From an optimization exercise on the open Yosys and OpenROAD flow, aimed at small area, a short achievable clock period and few clock cycles per item; shortcuts taken in it are not production practice. The RTL was checked by simulation tests, not by an equivalence proof against the original design.

==> flow/design.v, too long to show whole: its modules and the start of the top module <==
// module bfly_fin: 32 lines
// module bfly_pre: 142 lines
// module bfly_mul: 1143 lines
// module bfly_red: 934 lines
// module bfly_reg: 12 lines
// module ntt_butterfly: 58 lines
module ntt_butterfly (
  input  logic        clk,
  input  logic        rst,
  input  logic        in_valid,
  output logic        in_ready,
  input  logic        in_mode,
  input  logic [11:0] in_a,
  input  logic [11:0] in_b,
  input  logic [11:0] in_zeta,
  input  logic [7:0]  in_idx,
  output logic        out_valid,
  input  logic        out_ready,
  output logic [11:0] out_a,
  output logic [11:0] out_b,
  output logic [7:0]  out_idx,
  output logic        busy
);
  // ...
==> flow/flow/run.sh <==
#!/bin/bash
# Standard layout with four changes to how it is made:
#  - port buffers are buf_2 cells instead of the flow's default choice (a
#    slow delay buffer);
#  - timing repair aims for a 6.1 ns critical path (setup margin 7.9 ns
#    against the 14 ns clock);
#  - the clock tree is built from clkbuf_8 cells;
#  - after the standard synthesis, invopt4.py picks the polarity of the
#    adder cells (a full adder is self-dual; a half adder is rebuilt as an
#    XOR/XNOR and an AND-type gate when that helps) and of gates that have a
#    complementary twin (AND/NAND, AOI/AO, ...) to drop the inverters Yosys
#    leaves between them; the netlist keeps the same function, registers
#    and ports.
set -euo pipefail
ARGS=("BUFFER_PORTS_ARGS=-buffer_cell sky130_fd_sc_hd__buf_2" SETUP_SLACK_MARGIN=7.9 "CTS_BUF_LIST=sky130_fd_sc_hd__clkbuf_8")
R=$PWD/orfs/results/$FLOW_PLATFORM/ntt_butterfly/base
bash standard.sh "${ARGS[@]}" synth > synth.log 2>&1
cp $R/1_2_yosys.v 1_2_yosys_standard.v
python3 flow/invopt4.py 1_2_yosys_standard.v $R/1_2_yosys.v > invopt.log 2>&1
rm -f $R/1_synth.odb $R/1_synth.sdc
bash standard.sh "${ARGS[@]}" finish > standard.log 2>&1
==> flow/standard.sh <==
#!/bin/bash
# synth_recipe.tcl (not shown) runs the flow's synth.tcl, then flattens the netlist and writes it again
# the make line also repeats each setting of config.mk as NAME=value (left out here)
make -C /OpenROAD-flow-scripts/flow DESIGN_CONFIG=/design/flow/config.mk WORK_HOME=/design/flow/orfs CLKGATE_MAP_FILE= SYNTH_SCRIPT=/design/flow/synth_recipe.tcl "${@:-finish}"
==> flow/config.mk <==
export PLATFORM = sky130hd
export DESIGN_NAME = ntt_butterfly
export DESIGN_NICKNAME = ntt_butterfly
export VERILOG_FILES = /design/flow/design.v
export SDC_FILE = /design/flow/constraint.sdc
export NUM_CORES = 4
export LEC_CHECK = 0
export CAP_MARGIN = 20
export CORE_MARGIN = 2
export CORE_UTILIZATION = 40
export SLEW_MARGIN = 20
==> flow/constraint.sdc <==
create_clock -name core_clock -period 14.0 [get_ports {clk}]
set_input_delay 2.8000 -clock core_clock [delete_from_list [all_inputs] [get_ports {clk}]]
set_output_delay 2.8000 -clock core_clock [all_outputs]
set_load 0.01 [all_outputs]
Not shown: flow/flow/invopt4.py
==> run summary, run 1 <==
# TYPE chip_impl_metric gauge
chip_impl_info{name="outcome",value="no timing/DRC/antenna violations"} 1
chip_impl_info{name="cts_tree",value="yes"} 1
chip_impl_metric{name="met3_length",unit="um"} 1020
chip_impl_metric{name="critical_path.n_buffers_inverters",unit=""} 2
chip_impl_metric{name="wl_met1",unit="um"} 12400
chip_impl_metric{name="floorplan.core_area",unit="um2"} 32700
chip_impl_metric{name="r2r.worst_path.cells",unit=""} 19
chip_impl_metric{name="post_cts.repair.setup_buffers",unit=""} 0
chip_impl_metric{name="dp.final_hpwl",unit="um"} 21700
chip_impl_metric{name="period_minus_slack",unit="ns"} 5.96
chip_impl_info{name="layout_top_registers",value="u_r1.q x47, u_r2.q x47, u_r3.q x35"} 1
chip_impl_metric{name="clockNetworkAreaShare",unit="%"} 2.84
chip_impl_metric{name="route.vias.total",unit=""} 8698
chip_impl_info{name="hold_path.startpoint",value="u_r1.q[46]$_DFFE_PP_"} 1
chip_impl_metric{name="synthesis.yosys.warnings",unit=""} 4
chip_impl_metric{name="critical_path.max_fanout",unit=""} 2
chip_impl_info{name="critPathTopFamily",value="buffers and inverters"} 1
chip_impl_metric{name="antenna_violating_nets_post_route",unit=""} 0
chip_impl_metric{name="proportion_of_cell_area_occupied_by_multi_input_gates",unit="%"} 61.8
chip_impl_metric{name="register_area",unit="um2"} 3950
chip_impl_metric{name="fmax",unit="GHz"} 0.168
chip_impl_info{name="critPathCaptureType",value="primary output"} 1
chip_impl_metric{name="num-clock-buffers",unit=""} 17
chip_impl_metric{name="gp_routability_congestion",unit=""} 0.845
chip_impl_metric{name="rows",unit=""} 66
chip_impl_info{name="regToRegEndpoint",value="u_r3.q[34]$_DFFE_PP_"} 1
chip_impl_metric{name="dp.cells",unit=""} 1706
chip_impl_metric{name="globalRouteMet2Util",unit="%"} 27.9
chip_impl_metric{name="initial_utilization",unit="%"} 40.8
chip_impl_metric{name="max_capacitance_violation_count",unit=""} 0
chip_impl_metric{name="drt_drc_violations_left",unit=""} 0
chip_impl_info{name="regToRegStartpoint",value="u_r2.q[10]$_DFFE_PP_"} 1
chip_impl_metric{name="cts_made_buffers",unit=""} 17
chip_impl_info{name="worst_hold_path.endpoint",value="u_r2.q[46]$_DFFE_PP_"} 1
chip_impl_metric{name="placedInstanceArea",unit="um2"} 14200
chip_impl_metric{name="fillCellCount",unit=""} 3101
chip_impl_metric{name="multi_input_gates",unit=""} 992
chip_impl_info{name="largestClassByArea",value="multi-input combinational cells"} 1
chip_impl_metric{name="whs_path_depth",unit=""} 0
Testbench counts, summed over its fixed seeds: cycles 16,024, items 16,000.
==> inputs of run 2 (changes only) <==
--- a/flow/flow/run.sh
+++ b/flow/flow/run.sh
@@ -2,7 +2,7 @@
 # Standard layout with four changes to how it is made:
 #  - port buffers are buf_2 cells instead of the flow's default choice (a
 #    slow delay buffer);
-#  - timing repair aims for a 6.1 ns critical path (setup margin 7.9 ns
+#  - timing repair aims for a 6.0 ns critical path (setup margin 8.0 ns
 #    against the 14 ns clock);
 #  - the clock tree is built from clkbuf_8 cells;
 #  - after the standard synthesis, invopt4.py picks the polarity of the
@@ -12,7 +12,7 @@
 #    leaves between them; the netlist keeps the same function, registers
 #    and ports.
 set -euo pipefail
-ARGS=("BUFFER_PORTS_ARGS=-buffer_cell sky130_fd_sc_hd__buf_2" SETUP_SLACK_MARGIN=7.9 "CTS_BUF_LIST=sky130_fd_sc_hd__clkbuf_8")
+ARGS=("BUFFER_PORTS_ARGS=-buffer_cell sky130_fd_sc_hd__buf_2" SETUP_SLACK_MARGIN=8.0 "CTS_BUF_LIST=sky130_fd_sc_hd__clkbuf_8")
 R=$PWD/orfs/results/$FLOW_PLATFORM/ntt_butterfly/base
 bash standard.sh "${ARGS[@]}" synth > synth.log 2>&1
 cp $R/1_2_yosys.v 1_2_yosys_standard.v
==> run 2 against run 1 <==
Compared with the run above: critical endpoint unchanged; cell area unchanged; fmax up 0.40%; wire length down 1.3%; count of clock-buffer cells in the layout up 2; non-clock buffer count up 2.
==> run summary, run 2 <==
# TYPE chip_impl_metric gauge
chip_impl_info{name="outcome",value="no timing/DRC/antenna violations"} 1
chip_impl_metric{name="wire_per_inst",unit="um"} 15.4
chip_impl_info{name="critPathCaptureType",value="primary output"} 1
chip_impl_metric{name="placement.io_buffers",unit=""} 83
chip_impl_metric{name="grt_pass1_wl",unit="um"} 45900
chip_impl_info{name="critical_path_class",value="input pin to primary output"} 1
chip_impl_metric{name="htree_levels",unit=""} 4
chip_impl_metric{name="route.met2.wl",unit="um"} 13000
chip_impl_info{name="cts_tree",value="yes"} 1
chip_impl_metric{name="hold_ws",unit="ns"} 0.417
chip_impl_metric{name="placedInstanceArea",unit="um2"} 14200
chip_impl_metric{name="area.growth.synth_to_final",unit="%"} 9.88
chip_impl_metric{name="grt_antenna_before_repair",unit=""} 0
chip_impl_info{name="startpoint_type",value="input pin"} 1
chip_impl_metric{name="syn_area_per_cell",unit="um2"} 10.9
chip_impl_info{name="layout_top_registers",value="u_r1.q x47, u_r2.q x47, u_r3.q x35"} 1
chip_impl_metric{name="gp_routability_congestion",unit=""} 0.858
chip_impl_metric{name="cts.reportedPaths.clkPinSlew",unit="ns"} 0.09
chip_impl_metric{name="dp.final_hpwl",unit="um"} 21600
chip_impl_metric{name="nNetsFinal",unit=""} 1601
chip_impl_info{name="crit_slowest_cell",value="buf_2"} 1
chip_impl_metric{name="timing_max_transition_violations_final",unit=""} 0
chip_impl_metric{name="first_global_vias",unit=""} 9266
chip_impl_metric{name="required_time_of_the_worst_setup_path",unit="ns"} 11.20
chip_impl_metric{name="critical_path_arrival",unit="ns"} 3.14
chip_impl_metric{name="period_share",unit="%"} 42.4
chip_impl_metric{name="design_area",unit="um2"} 14600
chip_impl_metric{name="critical_path.max_fanout",unit=""} 2
chip_impl_info{name="crit_top_cell",value="buf_2"} 1
chip_impl_metric{name="grt_max_degree",unit=""} 79
chip_impl_metric{name="worst_clock_skew",unit="ns"} 0.0197
chip_impl_metric{name="mappedNetlistNets",unit=""} 1532
chip_impl_metric{name="dieWidth",unit="um"} 187
chip_impl_metric{name="firstDrtPassIters",unit=""} 5
chip_impl_info{name="top_layer",value="met4"} 1
chip_impl_metric{name="netlist_area",unit="um2"} 13300
chip_impl_metric{name="antenna_cells",unit=""} 0
chip_impl_metric{name="antenna_violating_nets_post_route",unit=""} 0
chip_impl_metric{name="synthesis.instances",unit=""} 1220
chip_impl_metric{name="met3_length",unit="um"} 1110
chip_impl_metric{name="route.vias.total",unit=""} 8789
chip_impl_metric{name="die_ht",unit="um"} 187
chip_impl_metric{name="fmax",unit="GHz"} 0.168
chip_impl_metric{name="wirelength",unit="um"} 26800
chip_impl_info{name="layout_commonest_cell",value="nand2_1"} 1
chip_impl_info{name="rsz_0062_raised_after_global_routing",value="yes"} 1
chip_impl_metric{name="cts_num_sinks",unit=""} 133
chip_impl_metric{name="drive_above_1_share",unit="%"} 11.7
chip_impl_info{name="hold_class",value="flip-flop to flip-flop"} 1
chip_impl_metric{name="drt_first_iter_violations",unit=""} 490
chip_impl_info{name="ctsRootBufferMaster",value="clkbuf_8"} 1
chip_impl_metric{name="worst_case_clock_buffer_depth",unit=""} 2
chip_impl_metric{name="dieArea",unit="um2"} 34800
chip_impl_metric{name="cts_made_buffers",unit=""} 17
chip_impl_metric{name="relative_slew_slack",unit="%"} 35.3
chip_impl_metric{name="initial_utilization",unit="%"} 40.8
chip_impl_metric{name="globalRoute.totalOverflow",unit=""} 0
chip_impl_metric{name="max_capacitance_violation_count",unit=""} 0
chip_impl_metric{name="insertion_delay",unit="ns"} 0.47
chip_impl_metric{name="period_minus_slack",unit="ns"} 5.94
chip_impl_metric{name="hold_viol_final",unit=""} 0
chip_impl_metric{name="wl_met1",unit="um"} 12300
chip_impl_metric{name="floorplan.core_area",unit="um2"} 32700
chip_impl_metric{name="synthesis.yosys.warnings",unit=""} 4
chip_impl_metric{name="slowest_delay",unit="ns"} 0.13
chip_impl_metric{name="io_pins",unit=""} 84
chip_impl_metric{name="setup_viol_count_final",unit=""} 0
chip_impl_metric{name="timing.setup.tns",unit="ns"} 0
chip_impl_metric{name="drt_drc_violations_left",unit=""} 0
chip_impl_info{name="timing.critical_path.cells",value="buf_2 > nor2_2 > nor2_1 > buf_2"} 1
chip_impl_info{name="final_cell_mix",value="nand2_1, fa_1, edfxtp_1, buf_2, nor2_1"} 1
chip_impl_metric{name="global_router_s_overall_resource_usage",unit="%"} 16.3
chip_impl_metric{name="routed_via_density",unit=""} 5.04
chip_impl_metric{name="max_slew.worst_pin.slew",unit="ns"} 0.971
chip_impl_metric{name="rows",unit=""} 66
-- run 2: what timing repair did --
item	CTS	global route
buffers inserted	0	6
hold buffers	0	0
setup endpoints to repair	1	16
gates resized for setup	1	7
pin swaps	0	1
-- run 2: worst max-delay path, delay by kind of cell --
kind	cells	cell delay [ns]
and+or+nand+nor	2	0.11
buffers and inverters	2	0.24
-- run 2: routing by layer --
layer  vias to the layer above  GRT usage (%)
li1                       4203              -
met1                      4368           22.0
met2                       195           27.6
met3                        23           2.54
met4                         0           4.55
met5                         -              0
-- run 2: cell type report --
cell class,instances,area [um2]
Sequential cell,133,3950
Clock inverter,13,115
Multi-Input combinational cell,992,9070
Tap cell,442,553
Fill cell,3096,18100
Clock buffer,19,262
Inverter,54,209
Timing Repair Buffer,91,482
-- run 2: through the flow --
| step | utilization (%) | std cells | setup WS, ns |
|---|---|---|---|
| finish | 44.8 | 1744 | 8.06 |
| global route | 44.8 | 1744 | 8.00 |
| CTS | 44.5 | 1738 | 8.02 |
| detailed placement | 43.4 | 1706 | 7.46 |
| global placement | 43.4 | 1706 | 7.53 |
| floorplan | - | 1220 | 7.91 |
-- run 2: path summary, 6_finish.rpt --
kind / startpoint / to / slack, ns / cells after the start
min reg2reg: u_r1.q[44]$_DFFE_PP_ / u_r2.q[44]$_DFFE_PP_ / 0.42 / 0
min: u_r1.q[44]$_DFFE_PP_ / u_r2.q[44]$_DFFE_PP_ / 0.42 / 0
max: out_ready / in_ready / 8.06 / 4
max reg2reg: u_r2.q[9]$_DFFE_PP_ / u_r3.q[34]$_DFFE_PP_ / 8.30 / 19

==> what the ideal ports hide <==
The flow's constraints put no driver on any port. The routed layouts listed below were extracted and timed again, unchanged, in two steps. Step 1 assumes that a clkbuf_16 drives the clock port and a buf_2 every other input. Step 2 times the ports against the registers' clock, not the clock port: input delays grow and output delays shrink by t, the midpoint of the rising clock arrivals with the driver on. a / b / c = no drivers / after step 1 / after step 2; a / b = the first two.
run | t, ns | setup WS [ns] | worst hold slack (ns) | worst setup path at the end | clock arrival spread, ns
run 1 | 0.495 | 8.036 / 8.017 / 7.561 | 0.415 / 0.415 / 0.415 | input to register | 0.028 / 0.028
run 2 | 0.505 | 8.060 / 8.039 / 7.671 | 0.417 / 0.417 / 0.417 | input to register | 0.020 / 0.020
After both steps every run listed still meets setup and hold. For run 1, which loses most, drivers alone change the setup slack by -0.019 ns; drivers and shift together by -0.475 ns.
